What follows belongs to an exercise in optimizing a design on an open flow for small area, a short achievable clock period and few clock cycles per item; a production flow would make more cautious choices. Function was checked by simulation only, so behaviour that the tests miss may differ from the original.

`flow/constraint.sdc`:
```
create_clock -name core_clock -period 22.0 [get_ports {clk}]
set_input_delay 4.4000 -clock core_clock [delete_from_list [all_inputs] [get_ports {clk}]]
set_output_delay 4.4000 -clock core_clock [all_outputs]
set_load 0.01 [all_outputs]
```
`flow/design.v`:
```
`default_nettype none
package conv_pkg;
	typedef logic [31:0] word_t;
	typedef logic [3:0]  kidx_t;
	typedef logic [1:0]  kpos_t;
	typedef logic [5:0]  waddr_t;
	localparam int KERNEL_N = 9;
	localparam int IFMAP_N  = 16;
	localparam int RESULT_N = 4;
	localparam waddr_t KERNEL_BASE = 6'h00;
	localparam waddr_t IFMAP_BASE  = 6'h10;
	localparam waddr_t CTRL_ADDR   = 6'h20;
	localparam waddr_t STATUS_ADDR = 6'h21;
	localparam waddr_t RESULT_BASE = 6'h28;
	typedef enum logic [1:0] {C_IDLE, C_SCAN, C_DONE} comp_state_e;
	typedef enum logic [1:0] {E_IDLE, E_WAIT_LIST, E_RUN, E_DONE} eng_state_e;
endpackage
`default_nettype wire
`default_nettype none
module wb_conv_regs (
	input  logic                    clk,
	input  logic                    rst_n,
	input  logic                    wb_cyc_i,
	input  logic                    wb_stb_i,
	input  logic                    wb_we_i,
	input  conv_pkg::waddr_t        wb_adr_i,
	input  conv_pkg::word_t         wb_dat_i,
	output conv_pkg::word_t         wb_dat_o,
	output logic                    wb_ack_o,
	output logic                    kern_we_o,
	output conv_pkg::kidx_t         kern_idx_o,
	output conv_pkg::word_t         kern_dat_o,
	output logic                    pix_we_o,
	output logic [3:0]              pix_idx_o,
	output conv_pkg::word_t         pix_dat_o,
	output logic                    start_o,
	input  logic                    busy_i,
	input  logic                    done_i,
	input  conv_pkg::kidx_t         count_i,
	input  logic [127:0]            result_i
);
	logic             access;
	logic             wr_ok;
	conv_pkg::waddr_t kern_off;
	conv_pkg::waddr_t pix_off;
	conv_pkg::waddr_t res_off;
	conv_pkg::word_t  rd_data;
	assign access = wb_cyc_i & wb_stb_i & ~wb_ack_o;
	assign wr_ok  = access & wb_we_i & ~busy_i;
	assign kern_off = wb_adr_i - conv_pkg::KERNEL_BASE;
	assign pix_off  = wb_adr_i - conv_pkg::IFMAP_BASE;
	assign res_off  = wb_adr_i - conv_pkg::RESULT_BASE;
	assign kern_we_o  = wr_ok && (kern_off < conv_pkg::waddr_t'(conv_pkg::KERNEL_N));
	assign kern_idx_o = kern_off[3:0];
	assign kern_dat_o = wb_dat_i;
	assign pix_we_o  = wr_ok && (pix_off < conv_pkg::waddr_t'(conv_pkg::IFMAP_N));
	assign pix_idx_o = pix_off[3:0];
	assign pix_dat_o = wb_dat_i;
	assign start_o = wr_ok && (wb_adr_i == conv_pkg::CTRL_ADDR) && wb_dat_i[0];
	always_comb begin
		rd_data = '0;
		if (wb_adr_i == conv_pkg::STATUS_ADDR) begin
			rd_data[0]   = busy_i;
			rd_data[1]   = done_i;
			rd_data[7:4] = count_i;
		end else if (res_off < conv_pkg::waddr_t'(conv_pkg::RESULT_N)) begin
			rd_data = result_i[res_off[1:0]*32 +: 32];
		end
	end
	always_ff @(posedge clk or negedge rst_n) begin
		if (!rst_n) begin
			wb_ack_o <= 1'b0;
			wb_dat_o <= '0;
		end else begin
			wb_ack_o <= access;
			if (access && !wb_we_i) begin
				wb_dat_o <= rd_data;
			end
		end
	end
endmodule
`default_nettype wire
`default_nettype none
module kernel_compressor (
	input  logic            clk,
	input  logic            rst_n,
	input  logic            kern_we_i,
	input  conv_pkg::kidx_t kern_idx_i,
	input  conv_pkg::word_t kern_dat_i,
	input  logic            start_i,
	output logic            list_ready_o,
	output conv_pkg::kidx_t count_o,
	input  conv_pkg::kidx_t entry_idx_i,
	output conv_pkg::word_t entry_val_o,
	output conv_pkg::kpos_t entry_row_o,
	output conv_pkg::kpos_t entry_col_o
);
	conv_pkg::word_t kern_mem [conv_pkg::KERNEL_N];
	conv_pkg::word_t list_val [conv_pkg::KERNEL_N];
	conv_pkg::kpos_t list_row [conv_pkg::KERNEL_N];
	conv_pkg::kpos_t list_col [conv_pkg::KERNEL_N];
	conv_pkg::comp_state_e state_q;
	conv_pkg::kidx_t       scan_idx;
	conv_pkg::kpos_t       scan_row;
	conv_pkg::kpos_t       scan_col;
	conv_pkg::kidx_t       count_q;
	logic                  ready_q;
	always_ff @(posedge clk) begin
		if (kern_we_i) begin
			kern_mem[kern_idx_i] <= kern_dat_i;
		end
	end
	always_ff @(posedge clk or negedge rst_n) begin
		if (!rst_n) begin
			state_q  <= conv_pkg::C_IDLE;
			scan_idx <= '0;
			scan_row <= '0;
			scan_col <= '0;
			count_q  <= '0;
			ready_q  <= 1'b0;
		end else if (start_i) begin
			state_q  <= conv_pkg::C_SCAN;
			scan_idx <= '0;
			scan_row <= '0;
			scan_col <= '0;
			count_q  <= '0;
			ready_q  <= 1'b0;
		end else if (state_q == conv_pkg::C_SCAN) begin
			if (kern_mem[scan_idx] != '0) begin
				list_val[count_q] <= kern_mem[scan_idx];
				list_row[count_q] <= scan_row;
				list_col[count_q] <= scan_col;
				count_q           <= count_q + 4'd1;
			end
			if (scan_col == 2'd2) begin
				scan_col <= '0;
				scan_row <= scan_row + 2'd1;
			end else begin
				scan_col <= scan_col + 2'd1;
			end
			if (scan_idx == conv_pkg::kidx_t'(conv_pkg::KERNEL_N - 1)) begin
				state_q <= conv_pkg::C_DONE;
				ready_q <= 1'b1;
			end else begin
				scan_idx <= scan_idx + 4'd1;
			end
		end
	end
	assign list_ready_o = ready_q;
	assign count_o      = count_q;
	assign entry_val_o  = list_val[entry_idx_i];
	assign entry_row_o  = list_row[entry_idx_i];
	assign entry_col_o  = list_col[entry_idx_i];
endmodule
`default_nettype wire
`default_nettype none
module ifmap_buffer (
	input  logic            clk,
	input  logic            rst_n,
	input  logic            pix_we_i,
	input  logic [3:0]      pix_idx_i,
	input  conv_pkg::word_t pix_dat_i,
	input  conv_pkg::kpos_t win_row_i,
	input  conv_pkg::kpos_t win_col_i,
	output conv_pkg::word_t pix0_o,
	output conv_pkg::word_t pix1_o,
	output conv_pkg::word_t pix2_o,
	output conv_pkg::word_t pix3_o
);
	conv_pkg::word_t pix_mem [conv_pkg::IFMAP_N];
	logic [3:0]      base;
	always_ff @(posedge clk or negedge rst_n) begin
		if (!rst_n) begin
			for (int i = 0; i < conv_pkg::IFMAP_N; i++) begin
				pix_mem[i] <= '0;
			end
		end else if (pix_we_i) begin
			pix_mem[pix_idx_i] <= pix_dat_i;
		end
	end
	assign base = {win_row_i, win_col_i};
	assign pix0_o = pix_mem[base];
	assign pix1_o = pix_mem[base + 4'd1];
	assign pix2_o = pix_mem[base + 4'd4];
	assign pix3_o = pix_mem[base + 4'd5];
endmodule
`default_nettype wire
`default_nettype none
module conv_engine #(
	parameter int MUL_TERMS = 3
) (
	input  logic            clk,
	input  logic            rst_n,
	input  logic            start_i,
	input  logic            list_ready_i,
	input  conv_pkg::kidx_t list_count_i,
	output conv_pkg::kidx_t entry_idx_o,
	input  conv_pkg::word_t entry_val_i,
	input  conv_pkg::kpos_t entry_row_i,
	input  conv_pkg::kpos_t entry_col_i,
	output conv_pkg::kpos_t win_row_o,
	output conv_pkg::kpos_t win_col_o,
	input  conv_pkg::word_t pix0_i,
	input  conv_pkg::word_t pix1_i,
	input  conv_pkg::word_t pix2_i,
	input  conv_pkg::word_t pix3_i,
	output logic            busy_o,
	output logic            done_o,
	output conv_pkg::kidx_t count_o,
	output logic [127:0]    result_o
);
	function automatic conv_pkg::word_t greedy_mul(input conv_pkg::word_t k,
			input conv_pkg::word_t p);
		conv_pkg::word_t rem;
		conv_pkg::word_t acc;
		rem = p;
		acc = '0;
		for (int t = 0; t < MUL_TERMS; t++) begin
			if (rem >= 32'd7) begin
				acc += (k << 2) + (k << 1) + k;
				rem -= 32'd7;
			end else if (rem >= 32'd5) begin
				acc += (k << 2) + k;
				rem -= 32'd5;
			end else if (rem >= 32'd3) begin
				acc += (k << 1) + k;
				rem -= 32'd3;
			end else if (rem >= 32'd1) begin
				acc += k;
				rem -= 32'd1;
			end
		end
		greedy_mul = acc;
	endfunction
	conv_pkg::eng_state_e state_q;
	conv_pkg::kidx_t      idx_q;
	conv_pkg::kidx_t      count_q;
	conv_pkg::word_t      acc_q    [conv_pkg::RESULT_N];
	conv_pkg::word_t      win_pix  [conv_pkg::RESULT_N];
	conv_pkg::word_t      prod     [conv_pkg::RESULT_N];
	assign entry_idx_o = idx_q;
	assign win_row_o   = entry_row_i;
	assign win_col_o   = entry_col_i;
	assign win_pix[0] = pix0_i;
	assign win_pix[1] = pix1_i;
	assign win_pix[2] = pix2_i;
	assign win_pix[3] = pix3_i;
	always_comb begin
		for (int o = 0; o < conv_pkg::RESULT_N; o++) begin
			prod[o] = greedy_mul(entry_val_i, win_pix[o]);
		end
	end
	always_ff @(posedge clk or negedge rst_n) begin
		if (!rst_n) begin
			state_q <= conv_pkg::E_IDLE;
			idx_q   <= '0;
			count_q <= '0;
			for (int o = 0; o < conv_pkg::RESULT_N; o++) begin
				acc_q[o] <= '0;
			end
		end else begin
			case (state_q)
				conv_pkg::E_IDLE, conv_pkg::E_DONE: begin
					if (start_i) begin
						state_q <= conv_pkg::E_WAIT_LIST;
						idx_q   <= '0;
						for (int o = 0; o < conv_pkg::RESULT_N; o++) begin
							acc_q[o] <= '0;
						end
					end
				end
				conv_pkg::E_WAIT_LIST: begin
					if (list_ready_i) begin
						count_q <= list_count_i;
						if (list_count_i == '0) begin
							state_q <= conv_pkg::E_DONE;
						end else begin
							state_q <= conv_pkg::E_RUN;
						end
					end
				end
				conv_pkg::E_RUN: begin
					for (int o = 0; o < conv_pkg::RESULT_N; o++) begin
						acc_q[o] <= acc_q[o] + prod[o];
					end
					if (idx_q == conv_pkg::kidx_t'(count_q - 4'd1)) begin
						state_q <= conv_pkg::E_DONE;
						idx_q   <= '0;
					end else begin
						idx_q <= idx_q + 4'd1;
					end
				end
				default: state_q <= conv_pkg::E_IDLE;
			endcase
		end
	end
	assign busy_o   = (state_q == conv_pkg::E_WAIT_LIST) || (state_q == conv_pkg::E_RUN);
	assign done_o   = (state_q == conv_pkg::E_DONE);
	assign count_o  = count_q;
	assign result_o = {acc_q[3], acc_q[2], acc_q[1], acc_q[0]};
endmodule
`default_nettype wire
`default_nettype none
module sparse_conv_top #(
	parameter int MUL_TERMS = 3
) (
	input  logic             clk,
	input  logic             rst_n,
	input  logic             wb_cyc_i,
	input  logic             wb_stb_i,
	input  logic             wb_we_i,
	input  conv_pkg::waddr_t wb_adr_i,
	input  conv_pkg::word_t  wb_dat_i,
	output conv_pkg::word_t  wb_dat_o,
	output logic             wb_ack_o
);
	logic            kern_we;
	conv_pkg::kidx_t kern_idx;
	conv_pkg::word_t kern_dat;
	logic            pix_we;
	logic [3:0]      pix_idx;
	conv_pkg::word_t pix_dat;
	logic            start;
	logic            busy;
	logic            done;
	conv_pkg::kidx_t count;
	logic [127:0]    result;
	logic            list_ready;
	conv_pkg::kidx_t list_count;
	conv_pkg::kidx_t entry_idx;
	conv_pkg::word_t entry_val;
	conv_pkg::kpos_t entry_row;
	conv_pkg::kpos_t entry_col;
	conv_pkg::kpos_t win_row;
	conv_pkg::kpos_t win_col;
	conv_pkg::word_t pix0;
	conv_pkg::word_t pix1;
	conv_pkg::word_t pix2;
	conv_pkg::word_t pix3;
	wb_conv_regs wb_conv_regs_i (
		.clk        (clk),
		.rst_n      (rst_n),
		.wb_cyc_i   (wb_cyc_i),
		.wb_stb_i   (wb_stb_i),
		.wb_we_i    (wb_we_i),
		.wb_adr_i   (wb_adr_i),
		.wb_dat_i   (wb_dat_i),
		.wb_dat_o   (wb_dat_o),
		.wb_ack_o   (wb_ack_o),
		.kern_we_o  (kern_we),
		.kern_idx_o (kern_idx),
		.kern_dat_o (kern_dat),
		.pix_we_o   (pix_we),
		.pix_idx_o  (pix_idx),
		.pix_dat_o  (pix_dat),
		.start_o    (start),
		.busy_i     (busy),
		.done_i     (done),
		.count_i    (count),
		.result_i   (result)
	);
	kernel_compressor kernel_compressor_i (
		.clk        (clk),
		.rst_n      (rst_n),
		.kern_we_i  (kern_we),
		.kern_idx_i (kern_idx),
		.kern_dat_i (kern_dat),
		.start_i    (start),
		.list_ready_o (list_ready),
		.count_o      (list_count),
		.entry_idx_i  (entry_idx),
		.entry_val_o  (entry_val),
		.entry_row_o  (entry_row),
		.entry_col_o  (entry_col)
	);
	ifmap_buffer ifmap_buffer_i (
		.clk       (clk),
		.rst_n     (rst_n),
		.pix_we_i  (pix_we),
		.pix_idx_i (pix_idx),
		.pix_dat_i (pix_dat),
		.win_row_i (win_row),
		.win_col_i (win_col),
		.pix0_o    (pix0),
		.pix1_o    (pix1),
		.pix2_o    (pix2),
		.pix3_o    (pix3)
	);
	conv_engine #(
		.MUL_TERMS (MUL_TERMS)
	) conv_engine_i (
		.clk      (clk),
		.rst_n    (rst_n),
		.start_i  (start),
		.list_ready_i (list_ready),
		.list_count_i (list_count),
		.entry_idx_o  (entry_idx),
		.entry_val_i  (entry_val),
		.entry_row_i  (entry_row),
		.entry_col_i  (entry_col),
		.win_row_o    (win_row),
		.win_col_o    (win_col),
		.pix0_i       (pix0),
		.pix1_i       (pix1),
		.pix2_i       (pix2),
		.pix3_i       (pix3),
		.busy_o   (busy),
		.done_o   (done),
		.count_o  (count),
		.result_o (result)
	);
endmodule
`default_nettype wire
```
`flow/config.mk`:
```
export PLATFORM = sky130hd
export DESIGN_NAME = sparse_conv_top
export DESIGN_NICKNAME = sparse_conv_top
export VERILOG_FILES = /design/flow/design.v
export SDC_FILE = /design/flow/constraint.sdc
export NUM_CORES = 4
export LEC_CHECK = 0
export CAP_MARGIN = 20
export CELL_PAD_IN_SITES_DETAIL_PLACEMENT = 1
export CELL_PAD_IN_SITES_GLOBAL_PLACEMENT = 2
export CORE_MARGIN = 2
export CORE_UTILIZATION = 20
export PLACE_DENSITY = 0.4
export SLEW_MARGIN = 20
```
`flow/run.sh`:
```
#!/bin/bash
# synth_recipe.tcl (not shown) runs the flow's synth.tcl, then flattens the netlist and writes it again
# the make line also repeats each setting of config.mk as NAME=value (left out here)
make -C /OpenROAD-flow-scripts/flow DESIGN_CONFIG=/design/flow/config.mk WORK_HOME=/design/flow/orfs CLKGATE_MAP_FILE= SYNTH_SCRIPT=/design/flow/synth_recipe.tcl finish
```
==> run summary <==
-- kinds of logic (layout without fill, tap and decap cells) --
logic type / Yosys count / count (layout) / share of synthesized area
buf+inv: 1565 / 2062 / 0.04731
other cells: 0 / 58 / 0
flops: 1309 / 1309 / 0.2578
xor+xnor: 1041 / 1041 / 0.06561
compound gates: 5481 / 5482 / 0.2634
fa+ha+maj: 1267 / 1267 / 0.1169
simple gates: 4834 / 4834 / 0.1669
mux: 944 / 944 / 0.08219
-- cells in the mapped netlist, types with 138 or more instances --
master,instances,area (um^2)
nand2_1,1397,5244
o21bai_1,238,1787
a21o_1,163,1224
xor2_1,258,2260
nor2_1,1185,4448
ha_1,1214,15190
a221oi_1,154,1349
dfrtp_1,697,17440
nand2b_1,141,882.1
o21a_1,138,1036
edfxtp_1,612,18380
o21ai_0,1226,6136
nor3_1,525,2628
and3_1,179,1120
a211oi_1,198,1486
a22o_1,186,1629
clkbuf_1,484,1817
or3_1,169,1057
a21boi_0,162,1216
mux2_2,609,6858
mux2i_1,235,2352
a22oi_1,368,2763
a21oi_1,1218,6096
inv_1,758,2845
o211ai_1,204,1531
xnor2_1,783,6858
nand3_1,471,2357
-- per-layer routing --
layer | vias up | GRT usage | part of all wire
met5 | - | 0 | 0.00012
met4 | 18 | 0.1226 | 0.055
met3 | 1500 | 0.03106 | 0.041
met2 | 4160 | 0.4761 | 0.48
met1 | 73450 | 0.3436 | 0.42
li1 | 63060 | - | -
-- final timing paths --
kind	depth (start not counted)	endpoint	slack, ns
worst max-delay path	60	conv_engine_i.acc_q[0][31]	0.86
worst min-delay path	2	wb_conv_regs_i.wb_dat_o[7]	0.48
worst max register to register	60	conv_engine_i.acc_q[0][31]	0.86
worst min register to register	2	wb_conv_regs_i.wb_dat_o[7]	0.48
max in group asynchronous	6	ifmap_buffer_i.pix_mem[4][28]	14.58
min in group asynchronous	1	kernel_compressor_i.state_q[0]	3.41
-- cell type report --
cell class | instances | area share
Antenna cell | 58 | 0.0008906
Clock buffer | 255 | 0.03101
Clock inverter | 61 | 0.004852
Inverter | 760 | 0.01751
Multi-Input combinational cell | 13570 | 0.6069
Sequential cell | 1309 | 0.2199
Tap cell | 9240 | 0.07094
Timing Repair Buffer | 986 | 0.04807
-- worst max-delay path: cells and delay by family, from the launching register on --
| kind | cells | cell delay, ns |
|---|---|---|
| adders and majority gates | 3 | 1.13 |
| xor gates and xnor gates | 3 | 0.56 |
| AOI/OAI and AO/OA | 36 | 11.38 |
| and+or+nand+nor | 13 | 5.99 |
| DFF | 1 | 0.46 |
| buffers and inverters | 5 | 1.28 |
-- timing repair --
item | CTS | global route
endpoints found under the setup margin | 0 | 15
gates resized for setup | 0 | 27
setup buffers | 0 | 9
-- state kept, by name (all words and copies together) (netlist names) --
signal                        cells
kernel_compressor_i.scan_idx      4
kernel_compressor_i.list_col     18
wb_conv_regs_i.wb_dat_o          32
kernel_compressor_i.state_q       1
conv_engine_i.acc_q             128
kernel_compressor_i.list_val    288
kernel_compressor_i.kern_mem    288
kernel_compressor_i.scan_row      2
conv_engine_i.count_q             4
kernel_compressor_i.scan_col      2
kernel_compressor_i.ready_q       1
conv_engine_i.idx_q               4
wb_conv_regs_i.wb_ack_o           1
kernel_compressor_i.list_row     18
kernel_compressor_i.count_q       4
ifmap_buffer_i.pix_mem          512
conv_engine_i.state_q             2
-- stage by stage --
step / std cells / hold WS [ns] / utilization
6_report: 26240 / 0.4751 / 0.2350
3_3_place_gp: 25840 / 0.4684 / 0.2257
2_1_floorplan: 16440 / 0.4718 / -
3_5_place_dp: 25850 / 0.4696 / 0.2260
5_1_grt: 26200 / 0.5218 / 0.2349
4_1_cts: 26170 / 0.4818 / 0.2344
==> impl_metrics.toml <==
[run_status]
status = "finished clean"

[synth]
synth_cells = 16440
synthFlopType = "dfrtp_1"
yosysSeqAreaShare = 0.2578
synthArstFlopShare = 0.5325
synth_area_mm2 = 0.1390
synth_seq_cells = 1309
ys_types = 131
synth_edf_count = 612
ys_warn_count = 11
synth.net_count = 17750
syn_area_per_cell_um2 = 8.452

[detailed_routing]
wire_per_inst_um = 38.21
ant_nets = 0
drc_errors = 0
dr.first_iter.drc_count = 11300
vias = 142200
viasPerCell = 5.419
dr.pass1.iters = 9
routed_wl_mm = 1003

[sta]
timing.final.crit_share = 0.9609
slew_viol_final = 0
hold_viol_final = 0
setup_viol_count_final = 0
worst_pin_slew_ns = 1.234
rsz0062_at_grt = "true"
setup-tns-final_ns = 0
setup_ws_ns = 0.8600
max_freq_mhz = 47.30
min_period_ns = 21.14
fin_skew_ns = 0.1080
max_slew_margin = 0.1700

[critical_path]
critPathMaxFanout = 21
start_kind = "flip-flop"
crit_required_ns = 22.78
critPathLaunch = "conv_engine_i.idx_q[0]"
crit_type = "flip-flop to flip-flop"
rr_startpoint = "conv_engine_i.idx_q[0]"
cpMostUsedCell = "o21ai_0"
end_kind = "flip-flop"
cpPeakStageDelay_ns = 0.93
cpMaxStageDelayCell = "o21ai_4"
cp.arrival_ns = 21.92

[global_routing]
antenna_found_initial = 88
track_usage = 0.2752
grt_pass1_vias = 145700
overflow = 0
grt_pass1_wl_mm = 1338
grt_max_degree = 68

[finish]
multi_input_area_mm2 = 0.09890
final_nets = 18110
final_cell_area_mm2 = 0.1630
register_area_mm2 = 0.03583
fillers = 80610
layout_common_cells = "nand2_1 (1373), ha_1 (1213), a21oi_1 (1208)"
final_common_cell = "nand2_1"
drive_gt1_frac = 0.1453
synthToLayoutAreaGrowth_pct = 17.27

[cts]
htree_levels = 4
clock-sinks = 1309
cts_tree = "done"
cts_max_path_buffers = 4
ctsHoldBuffers = 0
clk_pin_slew_ns = 0.06
clkLatencyLatePin_ns = 0.98
cts_root_buf = "clkbuf_16"
numCtsBuffers = 177

[run]
maxCapViolations = 0

[floorplan]
initial_core_util = 0.2004
ioPinCount = 76
rows = 306
coreArea_mm2 = 0.6934
die_area_mm2 = 0.7015
dieHeight_um = 837.6
die-width_um = 837.6

[hold_path]
hold_class = "flip-flop to flip-flop"
worstHoldStart = "wb_conv_regs_i.wb_dat_o[7]"

[placement]
dpl-instance-area_mm2 = 0.1567
hpwl_mm = 781.4
pre_cts_slack_ns = 0.4186
port_buffers = 75
gp_congestion = 0.9278
Testbench counts, summed over its fixed seeds: cycles 24,272, items 384.

## static timing again, ports no longer ideal
How much do the figures lean on ideal ports? The routed layout below was timed once more, with nothing changed but the port constraints. Step 1: set_driving_cell puts a clkbuf_16 on clk and a buf_2 on each other input, an assumption about the parent block. Step 2 times the ports against the registers' clock, not the clock port: input delays grow and output delays shrink by t, the midpoint of the rising clock arrivals with the driver on. Three values: no drivers, after step 1, after step 2; two values: the first two.
shift t [ns]: 1.077
slack for setup (ns): 0.860 / 0.860 / 0.860
latest minus earliest clock arrival (ns): 0.117 / 0.118
After both steps this run still meets setup and hold. The setup slack of this run moves by 0.000 ns with the drivers and by 0.000 ns with both steps.
